What follows belongs to an exercise in optimizing a design on an open flow for small area; a production flow would make more cautious choices. The RTL was checked by simulation tests, not by an equivalence proof against the original design. No activity file was given, so power comes from the tool's default toggle rates.

## flow/run.sh

```bash
#!/bin/bash
# Layout with an area-only technology mapping: the standard synthesis script,
# with ABC's mapping script replaced by flow/area.abc and the adders left to ABC
# (no full-adder cells, no Kogge-Stone carry map), then the standard layout
# steps from floorplan to finish, with the smallest buffer on the ports and a
# clock tree without dummy loads.
set -euo pipefail
W=$(pwd)
cat > "$W/area_synth.tcl" <<EOT
proc abc {args} {
  set out {}
  set skip 0
  foreach a \$args {
    if {\$skip} { lappend out {$W/flow/area.abc}; set skip 0; continue }
    if {\$a eq "-script"} { set skip 1 }
    lappend out \$a
  }
  yosys abc {*}\$out
}
source {$W/synth_recipe.tcl}
EOT
export BUFFER_PORTS_ARGS="-buffer_cell sky130_fd_sc_hd__buf_1"
export CTS_ARGS="-sink_clustering_enable -repair_clock_nets -buf_list sky130_fd_sc_hd__clkbuf_4 -sink_clustering_size 20 -dont_use_dummy_load"
make -C "$FLOW_HOME" DESIGN_CONFIG="$W/config.mk" WORK_HOME="$W/orfs" CLKGATE_MAP_FILE= \
  SYNTH_SCRIPT="$W/area_synth.tcl" ADDER_MAP_FILE= SYNTH_OPERATIONS_ARGS="-top pio_sm_top" synth > "$W/synth.log" 2>&1
bash "$W/standard.sh" > "$W/layout.log" 2>&1
```

## flow/area.abc

```
strash
&get -n
&st
&syn2
&synch2
&put
amap
strash
dch
amap
topo
buffer -c
upsize -c
dnsize -c
```

## standard.sh

```bash
#!/bin/bash
# synth_recipe.tcl (not shown) runs the flow's synth.tcl, then flattens the netlist and writes it again
# the make line also repeats each setting of config.mk as NAME=value (left out here)
make -C /OpenROAD-flow-scripts/flow DESIGN_CONFIG=/design/flow/config.mk WORK_HOME=/design/flow/orfs CLKGATE_MAP_FILE= SYNTH_SCRIPT=/design/flow/synth_recipe.tcl "${@:-finish}"
```

## config.mk

```make
export PLATFORM = sky130hd
export DESIGN_NAME = pio_sm_top
export DESIGN_NICKNAME = pio_sm_top
export VERILOG_FILES = /design/flow/design.v
export SDC_FILE = /design/flow/constraint.sdc
export NUM_CORES = 4
export LEC_CHECK = 0
export ABC_AREA = 1
export CAP_MARGIN = 15
export CORE_MARGIN = 2
export CORE_UTILIZATION = 50
export CTS_BUF_LIST = sky130_fd_sc_hd__clkbuf_4
export CTS_CLUSTER_SIZE = 20
export GPL_TIMING_DRIVEN = 0
export PLACE_DENSITY = 0.6
export SLEW_MARGIN = 15
```

## constraint.sdc

```tcl
create_clock -name core_clock -period 12.0 [get_ports {clk}]
set_input_delay 2.4000 -clock core_clock [delete_from_list [all_inputs] [get_ports {clk}]]
set_output_delay 2.4000 -clock core_clock [all_outputs]
set_load 0.01 [all_outputs]
```

## design.v

```verilog
package pio_pkg;
  typedef union packed {
    struct packed {
      logic [2:0] op;
      logic [4:0] delay;
      logic [2:0] op1;           
      logic [4:0] op2;           
    } gen;
    struct packed {
      logic [2:0] op;
      logic [4:0] delay;
      logic [2:0] dest;
      logic [1:0] mov_op;        
      logic [2:0] mov_src;
    } mov;
  } instr_t;
endpackage
module pio_sm_top (
  input  logic                   clk,
  input  logic                   rst_n,
  input  logic                   en,                
  input  logic [15:0]            instr,
  input  logic [32-1:0] input_pins,
  input  logic [32-1:0] din,               
  input  logic                   empty,
  input  logic                   full,
  input  logic                   jmp_pin,
  input  logic [4:0]             pend,
  input  logic [4:0]             wrap_target,
  input  logic [4:0]             pins_out_base,
  input  logic [5:0]             pins_out_count,
  input  logic [4:0]             pins_set_base,
  input  logic [2:0]             pins_set_count,
  input  logic [4:0]             pins_in_base,
  input  logic                   out_shift_dir,     
  input  logic                   in_shift_dir,      
  input  logic [4:0]             osr_threshold,
  output logic [5-1:0] pc,
  output logic                   push,
  output logic                   pull,
  output logic [32-1:0] dout,              
  output logic [32-1:0] output_pins,
  output logic [32-1:0] pin_directions
);
  logic [31:0] x, y, isr_q, osr_q;
  logic [4:0]  isr_ptr, osr_ptr;
  logic [4:0]  osr_rem;
  logic [4:0]  dcnt;
  function automatic logic [31:0] therm(input logic [4:0] v);
    logic [31:0] t;
    t[0] = 1'b0;
    for (int k = 0; k < 5; k++) begin
      for (int j = 0; j < (1 << k); j++) begin
        t[j + (1 << k)] = v[k] & t[j];
        t[j]            = v[k] | t[j];
      end
    end
    therm = t;
  endfunction
  function automatic logic [31:0] between(input logic [4:0] a, input logic [4:0] b,
                                          input logic wrap);
    logic [31:0] ta, tb;
    ta = therm(a);
    tb = therm(b);
    between = (~ta & tb) | ({32{wrap}} & (~ta | tb));
  endfunction
  function automatic logic [4:0] add5(input logic [4:0] p, input logic [4:0] q, input logic ci);
    logic [4:0] g, t, c;
    g = p & q;
    t = p ^ q;
    c[0] = ci;
    c[1] = g[0] | (t[0] & ci);
    c[2] = g[1] | (t[1] & g[0]) | (t[1] & t[0] & ci);
    c[3] = g[2] | (t[2] & g[1]) | (t[2] & t[1] & g[0]) | (t[2] & t[1] & t[0] & ci);
    c[4] = g[3] | (t[3] & g[2]) | (t[3] & t[2] & g[1]) | (t[3] & t[2] & t[1] & g[0]) |
           (t[3] & t[2] & t[1] & t[0] & ci);
    add5 = t ^ c;
  endfunction
  logic [2:0] op, op1, srcA;
  logic [4:0] op2, dly;
  logic [1:0] mov_op;
  assign op     = instr[15:13];
  assign dly    = instr[12:8];
  assign op1    = instr[7:5];
  assign op2    = instr[4:0];
  assign mov_op = instr[4:3];
  logic is_jmp, is_wait, is_in, is_out, is_pp, is_mov, is_set, is_push, is_pull, is_inmov;
  assign is_jmp   = (op == 3'd0);
  assign is_wait  = (op == 3'd1);
  assign is_in    = (op == 3'd2);
  assign is_out   = (op == 3'd3);
  assign is_pp    = (op == 3'd4);
  assign is_mov   = (op == 3'd5);
  assign is_set   = (op == 3'd7);
  assign is_push  = is_pp && !op1[2];
  assign is_pull  = is_pp && op1[2];
  assign is_inmov = is_in || is_mov;
  assign srcA     = is_mov ? instr[2:0] : op1;
  logic rev, inv;
  assign rev = is_mov && (mov_op == 2'd2);
  assign inv = is_mov && (mov_op == 2'd1);
  logic pins_dest, isr_dest, osr_dest;
  assign pins_dest = ((is_out || is_set) && (op1 == 3'd0 || op1 == 3'd4)) ||
                     (is_mov && op1 == 3'd0);
  assign isr_dest  = (is_out || is_mov) && op1 == 3'd6;
  assign osr_dest  = is_mov && op1 == 3'd7;
  logic        sdir;
  logic [4:0]  sptr, snew, slo, shi;
  logic [5:0]  sptr_sum;
  logic [31:0] swin;
  assign sdir     = is_in ? in_shift_dir : out_shift_dir;
  assign sptr     = is_in ? isr_ptr : osr_ptr;
  assign sptr_sum = {1'b0, sptr} + ({op2 == 5'd0, op2} ^ {6{!sdir}}) + {5'd0, !sdir};
  assign snew     = sptr_sum[4:0];
  assign slo      = sdir ? sptr : snew;
  assign shi      = sdir ? snew : sptr;
  assign swin     = between(slo, shi, sptr_sum[5]);
  logic sel_pins, sel_x, sel_y, sel_isr, sel_osr, sel_din, sel_op2;
  logic [31:0] raw;
  assign sel_pins = (is_inmov && srcA == 3'd0) || is_wait;
  assign sel_x    = (is_inmov && srcA == 3'd1) || (is_jmp && (op1 == 3'd1 || op1 == 3'd2)) ||
                    (is_pull && empty);
  assign sel_y    = (is_inmov && srcA == 3'd2) || (is_jmp && (op1 == 3'd3 || op1 == 3'd4));
  assign sel_isr  = (is_inmov && srcA == 3'd6) || is_push;
  assign sel_osr  = (is_inmov && srcA == 3'd7) || is_out;
  assign sel_din  = is_pull && !empty;
  assign sel_op2  = is_set;
  assign raw      = ({32{sel_pins}} & input_pins) | ({32{sel_x}} & x) | ({32{sel_y}} & y) |
                    ({32{sel_isr}} & isr_q) | ({32{sel_osr}} & osr_q & (is_out ? swin : 32'hffffffff)) |
                    ({32{sel_din}} & din) | ({27'd0, {5{sel_op2}} & op2});
  logic       a_ib, a_pi, a_po, b_pi, b_ob, b_sb;
  logic [4:0] a_off, b_mag, b_x, c_x, cs_s, cs_c, rs_amt;
  logic       b_neg, c_neg, c_en;
  assign a_ib   = (is_wait && op1[0]) || (is_inmov && srcA == 3'd0);
  assign a_pi   = is_push || (is_inmov && srcA == 3'd6);
  assign a_po   = is_out || (is_inmov && srcA == 3'd7);
  assign b_pi   = is_in;
  assign b_ob   = pins_dest && !is_set;
  assign b_sb   = pins_dest && is_set;
  assign a_off  = ({5{a_ib}} & pins_in_base) | ({5{a_pi}} & isr_ptr) | ({5{a_po}} & osr_ptr);
  assign b_mag  = ({5{b_pi}} & isr_ptr) | ({5{b_ob}} & pins_out_base) | ({5{b_sb}} & pins_set_base);
  assign b_neg  = !rev;
  assign c_en   = is_wait || ((is_in || is_out) && !sdir);
  assign c_neg  = is_out;
  assign b_x    = b_mag ^ {5{b_neg}};
  assign c_x    = ({5{c_en}} & op2) ^ {5{c_neg}};
  assign cs_s   = a_off ^ b_x ^ c_x;
  assign cs_c   = (a_off & b_x) | (a_off & c_x) | (b_x & c_x);
  assign rs_amt = add5(cs_s, {cs_c[3:0], b_neg}, c_neg);
  logic [31:0] rs_s0, rs_s1, rs_s2, rs_s3, rs_out, rs_rev;
  assign rs_s0  = rs_amt[0] ? {raw[0],       raw[31:1]}    : raw;
  assign rs_s1  = rs_amt[1] ? {rs_s0[1:0],   rs_s0[31:2]}  : rs_s0;
  assign rs_s2  = rs_amt[2] ? {rs_s1[3:0],   rs_s1[31:4]}  : rs_s1;
  assign rs_s3  = rs_amt[3] ? {rs_s2[7:0],   rs_s2[31:8]}  : rs_s2;
  assign rs_out = rs_amt[4] ? {rs_s3[15:0],  rs_s3[31:16]} : rs_s3;
  logic fwd;
  assign fwd = !rev && !is_push;
  always_comb for (int i = 0; i < 32; i++) rs_rev[i] = (rev && rs_out[31-i]) || (fwd && rs_out[i]);
  logic        jmp_dec;
  logic [31:0] zpre, xo_mask, rs_fin;
  assign jmp_dec = is_jmp && (op1 == 3'd2 || op1 == 3'd4);
  always_comb begin
    zpre[0] = 1'b1;
    for (int i = 1; i < 32; i++) zpre[i] = zpre[i-1] && !raw[i-1];    
  end
  assign xo_mask = {32{inv}} | ({32{jmp_dec}} & zpre);
  assign rs_fin  = rs_rev ^ xo_mask;
  logic waiting, fire, go;
  always_comb begin
    waiting = 1'b0;
    if (is_wait) waiting = !op1[1] && (rs_out[0] != op1[2]);
    else if (is_pp) waiting = op1[0] && (op1[2] ? empty : full);
  end
  assign go   = en && (dcnt == 5'd0);
  assign fire = go && !waiting;
  logic [5:0] osr_rem_thr;
  assign osr_rem_thr = {1'b0, osr_rem} + {1'b0, osr_threshold};
  logic src_zero, jmp_take;
  assign src_zero = zpre[31] && !raw[31];
  always_comb begin
    case (op1)
      3'd0:    jmp_take = 1'b1;
      3'd1:    jmp_take = src_zero;
      3'd2:    jmp_take = !src_zero;
      3'd3:    jmp_take = src_zero;
      3'd4:    jmp_take = !src_zero;
      3'd5:    jmp_take = (x != y);
      3'd6:    jmp_take = jmp_pin;
      default: jmp_take = osr_rem_thr[5];                 
    endcase
  end
  logic wr_x, wr_y, sh_isr, ld_isr, ld_osr, wr_pins, wr_dirs, wr_pc, jmp_pc;
  assign wr_x    = fire && (((is_out || is_mov || is_set) && op1 == 3'd1) ||
                            (is_jmp && op1 == 3'd2 && !src_zero));
  assign wr_y    = fire && (((is_out || is_mov || is_set) && op1 == 3'd2) ||
                            (is_jmp && op1 == 3'd4 && !src_zero));
  assign sh_isr  = is_in && srcA != 3'd4 && srcA != 3'd5;
  assign ld_isr  = isr_dest || is_push;
  assign ld_osr  = is_pull || osr_dest;
  assign wr_pins = fire && pins_dest && op1 == 3'd0;
  assign wr_dirs = fire && pins_dest && op1 == 3'd4;
  assign jmp_pc  = is_jmp && jmp_take;
  assign wr_pc   = fire && (jmp_pc || ((is_out || is_mov) && op1 == 3'd5));
  logic [4:0]  pbase;
  logic [5:0]  pcnt, pend_sum;
  logic [31:0] pwin;
  assign pbase    = is_set ? pins_set_base : pins_out_base;
  assign pcnt     = is_set ? {3'd0, pins_set_count} : pins_out_count;
  assign pend_sum = {1'b0, pbase} + {1'b0, pcnt[4:0] & {5{!pcnt[5]}}};
  assign pwin     = between(pbase, pend_sum[4:0], pend_sum[5] || pcnt[5]);
  logic [5:0] osr_rem_sub;
  assign osr_rem_sub = {1'b0, osr_rem} - {op2 == 5'd0, op2};
  always_ff @(posedge clk or negedge rst_n) begin
    if (!rst_n) begin
      x              <= '0;
      y              <= '0;
      isr_q          <= '0;
      isr_ptr        <= '0;
      osr_q          <= '0;
      osr_ptr        <= '0;
      osr_rem        <= 5'd0;
      dcnt           <= '0;
      pc             <= '0;
      output_pins    <= '0;
      pin_directions <= '0;
    end else begin
      if (wr_x) x <= rs_fin;
      if (wr_y) y <= rs_fin;
      if (fire) begin
        for (int i = 0; i < 32; i++) begin
          if (ld_isr || (sh_isr && swin[i])) isr_q[i] <= rs_fin[i];
          if (ld_osr || (is_out && swin[i])) osr_q[i] <= rs_fin[i] && ld_osr;
        end
        if (ld_isr) isr_ptr <= 5'd0;
        else if (sh_isr) isr_ptr <= snew;
        if (ld_osr) osr_ptr <= 5'd0;
        else if (is_out) osr_ptr <= snew;
        if (ld_osr) osr_rem <= 5'd31;
        else if (is_out) osr_rem <= osr_rem_sub[5] ? 5'd0 : osr_rem_sub[4:0];
      end
      if (en) begin
        if (dcnt != 5'd0) dcnt <= dcnt - 5'd1;
        else if (fire) dcnt <= dly;
      end
      if (wr_pc) pc <= jmp_pc ? op2 : rs_fin[4:0];
      else if (fire) pc <= (pc == pend) ? wrap_target : pc + 5'd1;
      for (int i = 0; i < 32; i++) begin
        if (wr_pins && pwin[i]) output_pins[i] <= rs_fin[i];
        if (wr_dirs && pwin[i]) pin_directions[i] <= rs_fin[i];
      end
    end
  end
  assign push = go && is_push && !full;
  assign pull = go && is_pull && !empty;
  assign dout = push ? rs_out : 32'd0;
endmodule
```

==> results.cfg, run 1 <==
[outcome]
run_status = timing/DRC/antenna clean

[placed_design]
gp_congestion = 1.05
dp_slack_ns = 0.219
placed_cell_area_sq_mm = 0.0171
port_buffers = 225
hpwlAfterDp_microns = 56600

[pwr]
power_density_mw_per_mm2 = 293
seqPwrFrac_pct = 21.8
p_comb_share_pct = 68.0
power_switching_mw = 3.06
vdd_ir_drop_max_mv = 0.184
clockPowerShare_pct = 10.2
finalPower_mw = 5.15
p_leak_nw = 7.30
switching_share_pct = 59.3
intPower_mw = 2.10

[cts]
clock_path_buffers = 3
numClockSinks = 217
cts_buffers = 59
clock_latency_ns = 0.86
post-cts-setup-buffers = 0
clockRootBuffer = clkbuf_4
cts-htree-levels = 2
clk_pin_slew_worst_paths_ns = 0.06
cts_tree = built

[final_layout]
multi_input_area_sq_mm = 0.00883
stdcell_area_sq_mm = 0.0176
fin_nets = 2588
seq_area_sq_mm = 0.00543
area_growth_pct = 12.8
final_util_pct = 57.3
layout-drive-gt1-share_pct = 5.61
nFillCells = 2944

[synth]
syn-num-nets = 2292
ys_async_sr_fraction_pct = 100
synth_area_sq_mm = 0.0156
synth-edff-count = 0
syn_inst = 2165
ys_warn_count = 1
seq_area_frac_synth_pct = 34.8
ys_types = 70
postSynthAreaPerCell_sq_um = 7.20
ys_ff_latch = 217
synth_ff_type = dfrtp_1

[setup_path]
cpMaxStageDelayCell = o22ai_1
crit_type = in -> out
cp-start-kind = primary input
crit_path_frequent_cell = o22ai_1
cpPeakStageDelay_ns = 0.53
crit_arrival_ns = 9.26
crit_family = compound AO/OA/AOI/OAI gates
cp_max_fo = 10
worstPathRequired_ns = 9.60
setup.worst_path.end_class = primary output
worst-path-buf-inv = 7

[floorplan]
dieArea_sq_mm = 0.0326
die_w_microns = 181
ios = 230
initial_utilization_pct = 50.8
die_h_microns = 181
coreArea_sq_mm = 0.0307
std_cell_rows = 64

[sta]
final.setup.worst_slack_ns = 0.336
finalSetupViolations = 0
hold_viol_final = 0
worst_pin_slew_ns = 1.34
max_freq_mhz = 85.7
post-route-period-util_pct = 97.2
min_period_ns = 11.66
slew_violations = 0
slew_headroom_pct = 9.84
clock_skew_ns = 0.143
grt_setup_unrepaired = false

[route]
totalWireLength_microns = 74200
drtPass1Iterations = 9
vias = 19937
drt_iter0_markers = 3083
post_drt_via_cell_ratio = 6.98
detail_route.wl_per_cell_microns = 26.0
drcViolationCount = 0
final_antenna_net_count = 0

[global_routing]
met1_usage_pct = 57.6
grt_usage_pct = 43.9
use_met3_pct = 15.9
use_met2_pct = 61.8
grt_pass1_vias = 17855
grt_pass1_wl_microns = 109000
grt_busiest_layer = met2
grt_max_degree = 37
grt_antenna_before_repair = 3
grt_overflow_total = 0

[run]
max_cap_violations = 0

[hold_path]
holdCritPathClass = reg -> reg
## registers in the layout (all words and copies together) (netlist names)
| register | flops |
|---|---|
| osr_q | 32 |
| isr_q | 32 |
| pc | 5 |
| dcnt | 5 |
| pin_directions | 32 |
| x | 32 |
| osr_rem | 5 |
| output_pins | 32 |
| osr_ptr | 5 |
| y | 32 |
| isr_ptr | 5 |
## path summary, 6_finish.rpt
check	startpoint	to	slack [ns]	depth (start not counted)
worst max-delay path	instr[14]	dout[19]	0.34	31
worst min-delay path	isr_q[3]	isr_q[3]	0.48	2
worst max register to register	osr_ptr[0]	y[23]	2.29	33
worst min register to register	isr_q[3]	isr_q[3]	0.48	2
max in group asynchronous	rst_n	pin_directions[16]	9.30	4
min in group asynchronous	rst_n	osr_rem[2]	1.59	1
## cells in the mapped netlist (all sizes together) (6+ instances only)
cell,n,area share [%]
nor2,351,8.7
o22ai,342,14
o21ai,235,7.7
inv,225,5.4
dfrtp,217,35
a21oi,181,5.9
nand2,145,3.6
clkbuf,118,2.8
o31ai,36,1.7
a222oi,33,2.1
o32ai,28,1.6
nor3,26,0.87
nand3,25,0.80
a221oi,22,1.3
a31oi,19,0.76
o221ai,17,1.0
buf,15,0.45
a22oi,13,0.63
a21boi,9,0.46
nor4,9,0.36
o211ai,9,0.43
or2,9,0.38
o2111ai,7,0.39
o21a,7,0.34
or3,7,0.31
a211oi,6,0.29
o311ai,6,0.34
## stage by stage
step | hold WS, ns | setup TNS, ns | std cells
CTS | 0.485 | 0 | 2854
detailed placement | 0.472 | 0 | 2795
global placement | 0.463 | -491.19 | 2786
finish | 0.485 | 0 | 2857
floorplan | 0.447 | 0 | 2165
global route | 0.511 | 0 | 2857
## layout make-up
type	count	area share, %
Antenna cell	2	0.0285
Multi-Input combinational cell	1586	50.2
Tap cell	396	2.82
Timing Repair Buffer	235	5.74
Clock buffer	59	2.52
Sequential cell	217	30.9
Inverter	229	4.90
Buffer	133	2.92
## kinds of logic (layout without fill, tap and decap cells)
group           after synthesis  count (layout)  share of synthesized area, %
other cells                   0               2                             0
xor+xnor                      1               1                        0.0562
compound gates             1000            1000                          40.8
flops                       217             217                          34.8
buf+inv                     362             656                          8.82
simple gates                585             585                          15.5
## placed cells by master, fill, tap and decap left out, types with 8 or more instances in the layout
master / instances
o221ai_1: 16
a31oi_1: 17
nor2_1: 346
nor4_1: 9
o32ai_1: 27
o211ai_1: 9
inv_2: 17
nand3_1: 25
nand2_1: 143
a22oi_1: 13
buf_1: 235
a222oi_1: 33
a21oi_1: 176
clkbuf_1: 118
dfrtp_1: 217
a21boi_0: 8
a221oi_1: 21
nor3_1: 24
inv_1: 207
o21ai_0: 202
o22ai_1: 335
o21ai_1: 26
clkbuf_4: 59
o31ai_1: 35
## tightest hold or removal path, cell delays in order, from the launching register on
cell and delay, ns:
dfrtp_1 0.34, nand2_1 0.04, o21ai_0 0.06
## layer usage
metal  vias up  routed length [microns]
li1       8665                        -
met1      9283                    27200
met2      1674                    30000
met3       313                    11600
met4         2                     5290
met5         -                       13
## power by group through the flow
stage	Sequential [mW]	Combinational (mW)	Clock, mW
CTS	1.11	3.27	0.527
global route	1.14	3.63	0.558
detailed placement	1.12	3.26	0
floorplan	1.09	2.00	0
global placement	1.11	3.23	0
finish	1.12	3.50	0.527
## timing repair
| action | 4_1_cts | 5_1_grt |
|---|---|---|
| gates resized for setup | 0 | 3 |
| hold buffers | 0 | 0 |
| setup endpoints to repair | 0 | 43 |
==> run 2, diff against run 1 <==
--- a/flow/run.sh
+++ b/flow/run.sh
@@ -21,5 +21,5 @@
 EOT
 export BUFFER_PORTS_ARGS="-buffer_cell sky130_fd_sc_hd__buf_1"
-export CTS_ARGS="-sink_clustering_enable -repair_clock_nets -buf_list sky130_fd_sc_hd__clkbuf_4 -sink_clustering_size 20 -dont_use_dummy_load"
+export CTS_ARGS="-sink_clustering_enable -repair_clock_nets -buf_list sky130_fd_sc_hd__clkbuf_2 -sink_clustering_size 10 -dont_use_dummy_load"
 make -C "$FLOW_HOME" DESIGN_CONFIG="$W/config.mk" WORK_HOME="$W/orfs" CLKGATE_MAP_FILE= \
   SYNTH_SCRIPT="$W/area_synth.tcl" ADDER_MAP_FILE= SYNTH_OPERATIONS_ARGS="-top pio_sm_top" synth > "$W/synth.log" 2>&1
--- a/config.mk
+++ b/config.mk
@@ -10,5 +10,5 @@
 export CORE_MARGIN = 2
 export CORE_UTILIZATION = 50
-export CTS_BUF_LIST = sky130_fd_sc_hd__clkbuf_4
+export CTS_BUF_LIST = sky130_fd_sc_hd__clkbuf_2
 export CTS_CLUSTER_SIZE = 20
 export GPL_TIMING_DRIVEN = 0
==> results.cfg, run 2 <==
[outcome]
run_status = timing/DRC/antenna clean

[synth]
syn_inst = 2165
yosys.area.top_type = dfrtp_1
ys_top_cells_by_area = dfrtp_1 35%, o22ai_1 13%, nor2_1 8.3%, o21ai_0 6.6%, a21oi_1 5.7%
postSynthAreaPerCell_sq_um = 7.20
synth_area_sq_mm = 0.0156
synth_ff_type = dfrtp_1
yosys.cell_count.top_type = nor2_1
seq_area_frac_synth_pct = 34.8
yosys.area.top_type_share_pct = 34.8
syn-num-nets = 2292
synthTopCellsByCount = 346 x nor2_1, 336 x o22ai_1, 217 x dfrtp_1
synth-edff-count = 0
ys_async_sr_fraction_pct = 100
ys_ff_latch = 217
ys_types = 70
ys_warn_count = 1

[route]
totalWireLength_microns = 74400
final_antenna_net_count = 0
drtPass1Iterations = 8
vias = 19888
detail_route.wl_per_cell_microns = 26.0
drcViolationCount = 0
post_drt_via_cell_ratio = 6.96
drt_iter0_markers = 3149

[floorplan]
die_w_microns = 181
coreArea_sq_mm = 0.0307
dieArea_sq_mm = 0.0326
ios = 230
initial_utilization_pct = 50.8
std_cell_rows = 64
die_h_microns = 181

[cts]
cts-htree-levels = 2
numClockSinks = 217
clock_path_buffers = 3
clk_pin_slew_worst_paths_ns = 0.07
clock_latency_ns = 1.19
cts_buffers = 58
cts_tree = built
clockRootBuffer = clkbuf_2
post-cts-setup-buffers = 0

[pwr]
p_leak_nw = 7.28
vdd_ir_drop_max_mv = 0.182
p_comb_share_pct = 69.2
power_switching_mw = 3.06
finalPower_mw = 5.06
seqPwrFrac_pct = 22.1
intPower_mw = 2.00
switching_share_pct = 60.5
power_density_mw_per_mm2 = 290
clockPowerShare_pct = 8.7

[sta]
fin_hold_ws_ns = 0.488
clock_skew_ns = 0.265
final.setup.worst_slack_ns = 0.296
hold_viol_final = 0
worst_pin_slew_ns = 1.36
slew_violations = 0
grt_setup_unrepaired = false
finalSetupViolations = 0
max_freq_mhz = 85.4
min_period_ns = 11.70
post-route-period-util_pct = 97.5
slew_headroom_pct = 8.62

[final_layout]
mostFrequentLayoutCells = 346 x nor2_1, 335 x o22ai_1, 235 x buf_1, 217 x dfrtp_1, 207 x inv_1
layout-drive-gt1-share_pct = 5.61
stdcell_area_sq_mm = 0.0174
area_growth_pct = 11.9
fin_nets = 2588
layout.cells.most_common = nor2_1

[global_routing]
grt_pass1_wl_microns = 109000
grt_max_degree = 37
grt_antenna_before_repair = 3
grt_usage_pct = 43.9
grt_pass1_vias = 17843
grt_overflow_total = 0

[run]
max_cap_violations = 0

[hold_path]
holdCritPathClass = reg -> reg

[setup_path]
setup.worst_path.end_class = primary output
r2r.worst_path.cells = 31
crit-reg2reg-launch = isr_ptr[0]
rrSetupSlack_ns = 2.43
crit_arrival_ns = 9.30
cp-start-kind = primary input
crit_path_end = dout[27]
crit_type = in -> out
cp-startpoint = instr[14]
worstReg2RegEnd = x[28]
worstPathRequired_ns = 9.60
cp_max_fo = 10

[placed_design]
dp_slack_ns = 0.219
hpwlAfterDp_microns = 56600
port_buffers = 225
placed_cell_area_sq_mm = 0.0171
gp_congestion = 1.05
run 2: kinds of logic after synthesis:
| logic type | share of synthesized area [%] |
|---|---|
| simple gates | 15.5 |
| flops | 34.8 |
| compound gates | 40.8 |
| buf+inv | 8.82 |
| xor+xnor | 0.0562 |
run 2: final cells by class:
| cell class | instances | area (sq um) |
|---|---|---|
| well taps | 396 | 495 |
| fillers | 2968 | 13200 |
| inverters | 229 | 862 |
| multi-input cells | 1586 | 8830 |
| plain buffers | 133 | 513 |
| flip-flops and latches | 217 | 5430 |
| repair buffers | 236 | 1020 |
| clock buffers | 58 | 290 |
| diodes | 1 | 2.50 |
run 2: worst min-delay path by stage:
stage,start,end,slack [ns],cells past startpoint
after floorplan,isr_q[24],isr_q[24],0.45,2
after global routing,isr_q[3],isr_q[3],0.51,2
after detailed placement,isr_q[3],isr_q[3],0.47,2
final,isr_q[3],isr_q[3],0.49,2
after global placement,isr_q[14],isr_q[14],0.46,2
after CTS,isr_q[3],isr_q[3],0.49,2
run 2: power by group through the flow:
stage | Combinational, mW | Sequential, mW | Clock (mW)
finish | 3.50 | 1.12 | 0.439
global route | 3.62 | 1.14 | 0.463
CTS | 3.27 | 1.11 | 0.433
detailed placement | 3.26 | 1.12 | 0
global placement | 3.23 | 1.11 | 0
floorplan | 2.00 | 1.09 | 0
run 2: per-layer routing:
metal  up-vias  global-route usage [%]  routed length [microns]  part of all wire, %
li1       8640                       -                        -                    -
met1      9284                    57.5                    27600                   37
met2      1631                    61.9                    30200                   41
met3       331                    15.9                    11400                   15
met4         2                    26.2                     5170                  6.9
met5         -                       0                        7               0.0094
run 2: repair_timing:
| action | in CTS | in global routing |
|---|---|---|
| gates resized for setup | 0 | 3 |
| hold buffers | 0 | 0 |
| setup endpoints to repair | 0 | 24 |
| endpoints found under the hold margin | 0 | 0 |
run 2: metrics by stage:
step	util (%)	cells	setup TNS (ns)
after floorplan	-	2165	0
after global placement	55.2	2786	-491.19
after detailed placement	55.8	2795	0
after CTS	56.7	2853	0
after global routing	56.9	2856	0
final	56.9	2856	0
run 2: worst max-delay path, stage by stage:
cell and delay, ns:
buf_1 0.26, nand2_2 0.15, nor2_8 0.21, inv_4 0.08
o22ai_2 0.25, buf_4 0.26, nor2_1 0.08, nor2_1 0.18
a21oi_1 0.15, a221oi_2 0.39, inv_2 0.08, o22ai_1 0.24
a21oi_2 0.16, o22ai_2 0.23, clkbuf_1 0.43, nor2_1 0.19
a221oi_1 0.59, o21ai_0 0.20, o21ai_0 1.08, o22ai_1 0.32
o22ai_1 0.34, o22ai_1 0.18, o22ai_1 0.26, o22ai_1 0.25
nor2_1 0.16, buf_1 0.17

## static timing again, ports no longer ideal
No port has a modelled driver above. Below, the same layouts with a new extraction and two added sets of constraints.
Step 1 sets driving cells, clkbuf_16 on the clock port and buf_2 on the other inputs (assumed; they add their load-dependent delay and slew).
Step 2 times the ports against the registers' clock, not the clock port: input delays grow and output delays shrink by t, the midpoint of the rising clock arrivals with the driver on.
Three values: ideal ports, drivers, drivers and shift; two values: the first two.
run	shift t [ns]	setup WS [ns]	hold WS [ns]
run 1	0.840	0.336 / 0.310 / -0.359	0.485 / 0.485 / 0.485
run 2	1.106	0.296 / 0.268 / -0.307	0.488 / 0.488 / 0.488
Met with ideal ports but missed after step 2: setup timing in run 1 and run 2. The setup slack of run 1, which loses most, moves by -0.026 ns with the drivers and by -0.695 ns with both steps.
